This is an optimization exercise on Yosys and OpenROAD, whose aim is small area, not a production implementation.
RTL that was checked went through simulation tests only; none was proved equivalent to the original.
Power and IR drop assume default switching activity.

==> run F: inputs <==
## eeg_packet_parser
module eeg_packet_parser #(
  parameter int BAND_COUNT = 8
) (
  input  wire logic                 clk,
  input  wire logic                 rst,
  input  wire logic                 cfg_valid,
  output logic                      cfg_ready,
  input  wire logic [CFG_IDX_W-1:0] cfg_index,
  input  wire logic [7:0]           cfg_data,
  input  wire logic                 push,
  output logic                      full,
  input  wire logic [7:0]           rx_byte,
  input  wire logic                 pop,
  output logic                      empty,
  output logic [3:0]                value_kind,
  output logic signed [24:0]        value_data,
  output logic                      last_value
);
  localparam logic [4:0] F_SYNC1 = 5'd1, F_SYNC2 = 5'd2, F_LEN = 5'd4, F_PAY = 5'd8, F_CHK = 5'd16;
  localparam logic [1:0] R_CODE = 2'd0, R_LEN = 2'd1, R_SINGLE = 2'd2, R_DATA = 2'd3;
  localparam logic [1:0] C_NONE = 2'd0, C_Q = 2'd1, C_A = 2'd2, C_M = 2'd3;
  localparam logic [1:0] C_RAW = 2'd1, C_BAND = 2'd2;
  assign cfg_ready = 1'b1;
  logic [7:0] sync_first, sync_second, code_raw_wave, code_band_power, max_payload;
  logic [6:0] code_quality, code_attn, code_med;
  logic [7:0] cfg_one, cfg_zero;    
  logic [7:0] cfg_en;
  assign cfg_one  = cfg_data | {8{rst}};
  assign cfg_zero = cfg_data & {8{~rst}};
  always_comb begin
    for (int k = 0; k < 8; k++) cfg_en[k] = rst || (cfg_valid && cfg_index == 4'(k));
  end
  function automatic logic [7:0] cfg_d(input logic [7:0] rst_val);
    for (int b = 0; b < 8; b++) cfg_d[b] = rst_val[b] ? cfg_one[b] : cfg_zero[b];
  endfunction
  logic [7:0] d_qual, d_attn, d_med;
  assign d_qual = cfg_d({1'b0, CODE_QUAL_RST});
  ...
Settings: LEC_CHECK=0, CAP_MARGIN=20, CORE_MARGIN=2, CORE_UTILIZATION=60, PLACE_DENSITY=0.7, SLEW_MARGIN=20; clock period 7.0 ns.
standard.sh (not shown) runs the stock make flow with config.mk's settings and CLKGATE_MAP_FILE= SYNTH_SCRIPT=/design/flow/synth_recipe.tcl, a recipe that flattens the netlist after the stock synthesis.
==> flow/flow/run.sh <==
#!/bin/bash
# Own layout flow: the standard ORFS flow (standard.sh, synth_recipe.tcl)
# with three changes to how the layout is made:
#  - logic mapping in synthesis uses flow/abc_map.script, an area-oriented ABC
#    script, in place of ORFS's abc_speed.script (flip-flop mapping, flattening
#    and renaming are unchanged, so the registers are the standard ones);
#  - a leaner clock tree: no dummy loads, larger sink clusters of clkbuf_16;
#  - single-drive buffers on the ports.
# Make's output goes to flow_make.log here; each ORFS step keeps its own log
# under orfs/logs/.
set -euo pipefail
cd "$(dirname "$0")/.."
rm -rf scripts_abc
cp -r "$FLOW_HOME/scripts" scripts_abc
cp flow/abc_map.script scripts_abc/abc_speed.script
CTS="-sink_clustering_enable -repair_clock_nets -dont_use_dummy_load"
CTS="$CTS -buf_list sky130_fd_sc_hd__clkbuf_16 -sink_clustering_size 30 -sink_clustering_max_diameter 70"
bash standard.sh "SCRIPTS_DIR=$PWD/scripts_abc" "CTS_ARGS=$CTS" \
  "BUFFER_PORTS_ARGS=-buffer_cell sky130_fd_sc_hd__buf_1" finish > flow_make.log 2>&1
==> flow/flow/abc_map.script <==
strash
dc2
&get -n
&st
&dch -f
&nf -R 1000
&put
topo
stime -c
==> run P (differences from run F) <==
--- a/flow/design.v
+++ b/flow/design.v
@@ -55,13 +55,13 @@
   input  wire logic                 pop,
   output logic                      empty,
   output logic [3:0]                value_kind,
   output logic signed [24:0]        value_data,
   output logic                      last_value
 );
-  localparam logic [4:0] F_SYNC1 = 5'd1, F_SYNC2 = 5'd2, F_LEN = 5'd4, F_PAY = 5'd8, F_CHK = 5'd16;
+  localparam int F_SYNC1 = 0, F_SYNC2 = 1, F_LEN = 2, F_PAY = 3, F_CHK = 4;
   localparam logic [1:0] R_CODE = 2'd0, R_LEN = 2'd1, R_SINGLE = 2'd2, R_DATA = 2'd3;
   localparam logic [1:0] C_NONE = 2'd0, C_Q = 2'd1, C_A = 2'd2, C_M = 2'd3;
   localparam logic [1:0] C_RAW = 2'd1, C_BAND = 2'd2;
   assign cfg_ready = 1'b1;
   logic [7:0] sync_first, sync_second, code_raw_wave, code_band_power, max_payload;
   logic [6:0] code_quality, code_attn, code_med;
@@ -94,53 +94,60 @@
   logic [7:0]  pay_rem, row_rem, checksum_sum;
   logic        q_full, q_push;
   logic [1:0]  q_count;
   logic        wr_ptr, rd_ptr;
   logic        accept, in_pay, in_data, band_row, last_row_byte;
   logic        pay_ge2, pay_ge3;
-  assign full          = (frame_phase == F_CHK) && q_full;
+  assign full          = frame_phase[F_CHK] && q_full;
   assign accept        = push && !full;
-  assign in_pay        = accept && (frame_phase == F_PAY);
+  assign in_pay        = accept && frame_phase[F_PAY];
   assign in_data       = in_pay && (row_phase == R_DATA);
   assign band_row      = (row_class == C_BAND);
   assign last_row_byte = (row_rem == 8'd1);
   assign pay_ge2       = (pay_rem != 8'd1);
   assign pay_ge3       = pay_ge2 && (pay_rem != 8'd2);
-  assign q_push        = accept && (frame_phase == F_CHK) && match_a;
+  assign q_push        = accept && frame_phase[F_CHK] && match_a;
   logic [7:0] cmp_a, cmp_b;
   logic       match_a, match_b, match_c;
   always_comb begin
-    case (frame_phase)
-      F_SYNC1: cmp_a = sync_first;
-      F_SYNC2: cmp_a = sync_second;
-      F_PAY:   cmp_a = rx_byte[7] ? code_raw_wave : {1'b0, code_quality};
-      default: cmp_a = ~checksum_sum;
-    endcase
+    cmp_a = ({8{frame_phase[F_SYNC1]}} & sync_first) |
+            ({8{frame_phase[F_SYNC2]}} & sync_second) |
+            ({8{frame_phase[F_PAY]}} & (rx_byte[7] ? code_raw_wave : {1'b0, code_quality})) |
+            ({8{frame_phase[F_CHK]}} & ~checksum_sum);
   end
   assign cmp_b   = rx_byte[7] ? code_band_power : {1'b0, code_attn};
   assign match_a = (rx_byte == cmp_a);
   assign match_b = (rx_byte == cmp_b);
   assign match_c = (rx_byte == {1'b0, code_med});
   always_ff @(posedge clk) begin
     if (rst) begin
-      frame_phase <= F_SYNC1;
+      frame_phase <= 5'(1 << F_SYNC1);
     end else if (accept) begin
-      case (frame_phase)
-        F_SYNC1: if (match_a) frame_phase <= F_SYNC2;
-        F_SYNC2: frame_phase <= match_a ? F_LEN : F_SYNC1;
-        F_LEN: begin
-          if (rx_byte > max_payload) frame_phase <= F_SYNC1;
-          else frame_phase <= (rx_byte == 8'd0) ? F_CHK : F_PAY;
-        end
-        F_PAY: if (pay_rem == 8'd1) frame_phase <= F_CHK;
-        default: frame_phase <= F_SYNC1;
-      endcase
+      frame_phase <= '0;
+      if (frame_phase[F_SYNC1]) begin
+        frame_phase[F_SYNC1] <= !match_a;
+        frame_phase[F_SYNC2] <= match_a;
+      end
+      if (frame_phase[F_SYNC2]) begin
+        frame_phase[F_LEN]   <= match_a;
+        frame_phase[F_SYNC1] <= !match_a;
+      end
+      if (frame_phase[F_LEN]) begin
+        if (rx_byte > max_payload) frame_phase[F_SYNC1] <= 1'b1;
+        else if (rx_byte == 8'd0) frame_phase[F_CHK] <= 1'b1;
+        else frame_phase[F_PAY] <= 1'b1;
+      end
+      if (frame_phase[F_PAY]) begin
+        frame_phase[F_PAY] <= (pay_rem != 8'd1);
+        frame_phase[F_CHK] <= (pay_rem == 8'd1);
+      end
+      if (frame_phase[F_CHK]) frame_phase[F_SYNC1] <= 1'b1;
     end
   end
   always_ff @(posedge clk) begin
-    if (accept && frame_phase == F_LEN) begin
+    if (accept && frame_phase[F_LEN]) begin
       pay_rem      <= rx_byte;
       checksum_sum <= '0;
       row_phase    <= R_CODE;
     end else if (in_pay) begin
       pay_rem      <= pay_rem - 8'd1;
       checksum_sum <= checksum_sum + rx_byte;
@@ -168,13 +175,13 @@
   end
   logic [7:0]  p_quality, p_attention, p_meditation;
   logic [15:0] p_raw;
   logic        p_raw_seen, p_band_seen;
   logic [BAND_W-1:0] p_band [BAND_COUNT];
   always_ff @(posedge clk) begin
-    if (accept && frame_phase == F_LEN) begin
+    if (accept && frame_phase[F_LEN]) begin
       p_quality    <= QUALITY_DEFAULT;
       p_attention  <= '0;
       p_meditation <= '0;
       p_raw_seen   <= 1'b0;
       p_band_seen  <= 1'b0;
     end else if (in_pay) begin
@@ -261,19 +268,18 @@
     end
   end
   logic [3:0] kind;
   logic       h_raw_seen, h_band_seen;
   logic [15:0] h_raw;
   logic       take;
-  logic [2:0] band_idx, band_place;
+  logic [2:0] band_place;
   assign value_kind  = kind;
   assign h_raw_seen  = e_raw_seen[rd_ptr];
   assign h_band_seen = e_band_seen[rd_ptr];
   assign h_raw       = e_raw[rd_ptr];
   assign take        = pop && !empty;
-  assign band_idx    = {~kind[2], kind[1:0]};
   assign band_place  = phase - ring_base[rd_ptr] - kind[2:0];
   logic [1:0]  hsel;
   logic [3:0]  ksel;
   logic        kband;
   logic [BAND_COUNT-1:0] psel;
   assign hsel  = {rd_ptr, ~rd_ptr};
==> flow/flow/run.sh (replaced) <==
#!/bin/bash
# Own layout flow: the standard ORFS flow (standard.sh, synth_recipe.tcl)
# with three changes to how the layout is made:
#  - logic mapping in synthesis uses flow/abc_map.script, an area-oriented ABC
#    script, in place of ORFS's abc_speed.script (flip-flop mapping, flattening
#    and renaming are unchanged, so the registers are the standard ones);
#  - a leaner clock tree: no dummy loads, sink clusters of up to 18 flip-flops on clkbuf_8;
#  - single-drive buffers on the ports.
# Make's output goes to flow_make.log here; each ORFS step keeps its own log
# under orfs/logs/.
set -euo pipefail
cd "$(dirname "$0")/.."
rm -rf scripts_abc
cp -r "$FLOW_HOME/scripts" scripts_abc
cp flow/abc_map.script scripts_abc/abc_speed.script
CTS="-sink_clustering_enable -repair_clock_nets -dont_use_dummy_load"
CTS="$CTS -buf_list sky130_fd_sc_hd__clkbuf_8 -sink_clustering_size 18 -sink_clustering_max_diameter 50"
bash standard.sh "SCRIPTS_DIR=$PWD/scripts_abc" "CTS_ARGS=$CTS" \
  "BUFFER_PORTS_ARGS=-buffer_cell sky130_fd_sc_hd__buf_1" finish > flow_make.log 2>&1
- CORE_UTILIZATION: 60 -> 70
- PLACE_DENSITY: 0.7 -> 0.8
==> run B (differences from run F) <==
--- a/flow/design.v
+++ b/flow/design.v
@@ -55,13 +55,13 @@
   input  wire logic                 pop,
   output logic                      empty,
   output logic [3:0]                value_kind,
   output logic signed [24:0]        value_data,
   output logic                      last_value
 );
-  localparam logic [4:0] F_SYNC1 = 5'd1, F_SYNC2 = 5'd2, F_LEN = 5'd4, F_PAY = 5'd8, F_CHK = 5'd16;
+  localparam int F_SYNC1 = 0, F_SYNC2 = 1, F_LEN = 2, F_PAY = 3, F_CHK = 4;
   localparam logic [1:0] R_CODE = 2'd0, R_LEN = 2'd1, R_SINGLE = 2'd2, R_DATA = 2'd3;
   localparam logic [1:0] C_NONE = 2'd0, C_Q = 2'd1, C_A = 2'd2, C_M = 2'd3;
   localparam logic [1:0] C_RAW = 2'd1, C_BAND = 2'd2;
   assign cfg_ready = 1'b1;
   logic [7:0] sync_first, sync_second, code_raw_wave, code_band_power, max_payload;
   logic [6:0] code_quality, code_attn, code_med;
@@ -94,53 +94,60 @@
   logic [7:0]  pay_rem, row_rem, checksum_sum;
   logic        q_full, q_push;
   logic [1:0]  q_count;
   logic        wr_ptr, rd_ptr;
   logic        accept, in_pay, in_data, band_row, last_row_byte;
   logic        pay_ge2, pay_ge3;
-  assign full          = (frame_phase == F_CHK) && q_full;
+  assign full          = frame_phase[F_CHK] && q_full;
   assign accept        = push && !full;
-  assign in_pay        = accept && (frame_phase == F_PAY);
+  assign in_pay        = accept && frame_phase[F_PAY];
   assign in_data       = in_pay && (row_phase == R_DATA);
   assign band_row      = (row_class == C_BAND);
   assign last_row_byte = (row_rem == 8'd1);
   assign pay_ge2       = (pay_rem != 8'd1);
   assign pay_ge3       = pay_ge2 && (pay_rem != 8'd2);
-  assign q_push        = accept && (frame_phase == F_CHK) && match_a;
+  assign q_push        = accept && frame_phase[F_CHK] && match_a;
   logic [7:0] cmp_a, cmp_b;
   logic       match_a, match_b, match_c;
   always_comb begin
-    case (frame_phase)
-      F_SYNC1: cmp_a = sync_first;
-      F_SYNC2: cmp_a = sync_second;
-      F_PAY:   cmp_a = rx_byte[7] ? code_raw_wave : {1'b0, code_quality};
-      default: cmp_a = ~checksum_sum;
-    endcase
+    cmp_a = ({8{frame_phase[F_SYNC1]}} & sync_first) |
+            ({8{frame_phase[F_SYNC2]}} & sync_second) |
+            ({8{frame_phase[F_PAY]}} & (rx_byte[7] ? code_raw_wave : {1'b0, code_quality})) |
+            ({8{frame_phase[F_CHK]}} & ~checksum_sum);
   end
   assign cmp_b   = rx_byte[7] ? code_band_power : {1'b0, code_attn};
   assign match_a = (rx_byte == cmp_a);
   assign match_b = (rx_byte == cmp_b);
   assign match_c = (rx_byte == {1'b0, code_med});
   always_ff @(posedge clk) begin
     if (rst) begin
-      frame_phase <= F_SYNC1;
+      frame_phase <= 5'(1 << F_SYNC1);
     end else if (accept) begin
-      case (frame_phase)
-        F_SYNC1: if (match_a) frame_phase <= F_SYNC2;
-        F_SYNC2: frame_phase <= match_a ? F_LEN : F_SYNC1;
-        F_LEN: begin
-          if (rx_byte > max_payload) frame_phase <= F_SYNC1;
-          else frame_phase <= (rx_byte == 8'd0) ? F_CHK : F_PAY;
-        end
-        F_PAY: if (pay_rem == 8'd1) frame_phase <= F_CHK;
-        default: frame_phase <= F_SYNC1;
-      endcase
+      frame_phase <= '0;
+      if (frame_phase[F_SYNC1]) begin
+        frame_phase[F_SYNC1] <= !match_a;
+        frame_phase[F_SYNC2] <= match_a;
+      end
+      if (frame_phase[F_SYNC2]) begin
+        frame_phase[F_LEN]   <= match_a;
+        frame_phase[F_SYNC1] <= !match_a;
+      end
+      if (frame_phase[F_LEN]) begin
+        if (rx_byte > max_payload) frame_phase[F_SYNC1] <= 1'b1;
+        else if (rx_byte == 8'd0) frame_phase[F_CHK] <= 1'b1;
+        else frame_phase[F_PAY] <= 1'b1;
+      end
+      if (frame_phase[F_PAY]) begin
+        frame_phase[F_PAY] <= (pay_rem != 8'd1);
+        frame_phase[F_CHK] <= (pay_rem == 8'd1);
+      end
+      if (frame_phase[F_CHK]) frame_phase[F_SYNC1] <= 1'b1;
     end
   end
   always_ff @(posedge clk) begin
-    if (accept && frame_phase == F_LEN) begin
+    if (accept && frame_phase[F_LEN]) begin
       pay_rem      <= rx_byte;
       checksum_sum <= '0;
       row_phase    <= R_CODE;
     end else if (in_pay) begin
       pay_rem      <= pay_rem - 8'd1;
       checksum_sum <= checksum_sum + rx_byte;
@@ -168,13 +175,13 @@
   end
   logic [7:0]  p_quality, p_attention, p_meditation;
   logic [15:0] p_raw;
   logic        p_raw_seen, p_band_seen;
   logic [BAND_W-1:0] p_band [BAND_COUNT];
   always_ff @(posedge clk) begin
-    if (accept && frame_phase == F_LEN) begin
+    if (accept && frame_phase[F_LEN]) begin
       p_quality    <= QUALITY_DEFAULT;
       p_attention  <= '0;
       p_meditation <= '0;
       p_raw_seen   <= 1'b0;
       p_band_seen  <= 1'b0;
     end else if (in_pay) begin
@@ -261,19 +268,18 @@
     end
   end
   logic [3:0] kind;
   logic       h_raw_seen, h_band_seen;
   logic [15:0] h_raw;
   logic       take;
-  logic [2:0] band_idx, band_place;
+  logic [2:0] band_place;
   assign value_kind  = kind;
   assign h_raw_seen  = e_raw_seen[rd_ptr];
   assign h_band_seen = e_band_seen[rd_ptr];
   assign h_raw       = e_raw[rd_ptr];
   assign take        = pop && !empty;
-  assign band_idx    = {~kind[2], kind[1:0]};
   assign band_place  = phase - ring_base[rd_ptr] - kind[2:0];
   logic [1:0]  hsel;
   logic [3:0]  ksel;
   logic        kband;
   logic [BAND_COUNT-1:0] psel;
   assign hsel  = {rd_ptr, ~rd_ptr};
==> flow/flow/run.sh (replaced) <==
#!/bin/bash
# Own layout flow: the standard ORFS flow (standard.sh, synth_recipe.tcl)
# with three changes to how the layout is made:
#  - logic mapping in synthesis uses flow/abc_map.script, an area-oriented ABC
#    script, in place of ORFS's abc_speed.script (flip-flop mapping, flattening
#    and renaming are unchanged, so the registers are the standard ones);
#  - a leaner clock tree: no dummy loads, sink clusters of up to 18 flip-flops on clkbuf_8;
#  - single-drive buffers on the ports.
# Make's output goes to flow_make.log here; each ORFS step keeps its own log
# under orfs/logs/.
set -euo pipefail
cd "$(dirname "$0")/.."
rm -rf scripts_abc
cp -r "$FLOW_HOME/scripts" scripts_abc
cp flow/abc_map.script scripts_abc/abc_speed.script
CTS="-sink_clustering_enable -repair_clock_nets -dont_use_dummy_load"
CTS="$CTS -buf_list sky130_fd_sc_hd__clkbuf_8 -sink_clustering_size 18 -sink_clustering_max_diameter 50"
bash standard.sh "SCRIPTS_DIR=$PWD/scripts_abc" "CTS_ARGS=$CTS" \
  "BUFFER_PORTS_ARGS=-buffer_cell sky130_fd_sc_hd__buf_1" finish > flow_make.log 2>&1
- CORE_UTILIZATION: 60 -> 75
- PLACE_DENSITY: 0.7 -> 0.85
==> summary of the runs <==
- Run F passed the timing, design-rule and antenna checks. Run P completed with no timing, DRC or antenna violations. Run B produced a clean layout.
- First-iteration DRC count, lowest first: run F, run P, run B.
- The highest power belongs to run F, the lowest to run P.
- Cell area: run F is larger than run P (1.9%).
- The lowest wire length belongs to run P, the highest to run F.
- In sequential cell count, run P and run F do not differ.
- In critical path depth, run P and run B do not differ.
- Of run F and run P, run P has the higher clock skew (gap 0.019 ns).
==> figures <==
item                                                                   run F                      run B                      run P
Result of the run                                    complete, no violations    complete, no violations    complete, no violations
Routed Wire Length                                                  66200 µm                   65500 µm                   64200 µm
Post-route design area                                            0.0296 mm²                 0.0289 mm²                 0.0290 mm²
Inverters                                                                 44                         50                         50
Setup WS post-layout                                                0.329 ns                   0.128 ns                   0.215 ns
Post-DR vias/cell                                                       6.51                       7.11                       6.81
Met2 wirelength from detailed routing                               31600 µm                   30500 µm                   30300 µm
Design internal power                                                7.04 mW                    6.83 mW                    6.85 mW
XOR/XNOR share of the synthesized area                                 1.17%                      1.27%                      1.27%
Average detailed-routed wire length per instance                     25.6 µm                    26.8 µm                    25.7 µm
NetSw                                                                2.42 mW                    2.35 mW                    2.31 mW
Cell chosen for the clock root                    sky130_fd_sc_hd__clkbuf_16  sky130_fd_sc_hd__clkbuf_8  sky130_fd_sc_hd__clkbuf_8
Antenna violations before repair                                           0                          0                          1
Worst-case reg-to-reg path depth                                          15                          7                         13
Register share of the cell area                                        68.0%                      69.6%                      69.3%
Function not checked in run F: the RTL went through the layout flow alone.

-- what the ideal ports hide --
No port has a modelled driver above. Below, the same layouts with a new extraction and two added sets of constraints. Step 1: set_driving_cell puts a clkbuf_16 on clk and a buf_2 on each other input, an assumption about the parent block. Step 2 moves the port delays by t, midway between the first and last clock arrival at a register: inputs arrive t later, outputs are due t later. That takes back most of the time a late clock gives input paths. a / b / c = ideal ports / drivers / drivers and shift; a / b = the first two.
| run | t (ns) | setup slack, ns | worst setup path after step 2 |
|---|---|---|---|
| run F | 0.619 | 0.329 / 0.274 / 0.893 | register to output |
| run P | 0.719 | 0.215 / 0.161 / 0.880 | register to output |
| run B | 0.723 | 0.128 / 0.075 / 0.798 | register to output |
After both steps every run listed still meets setup and hold.
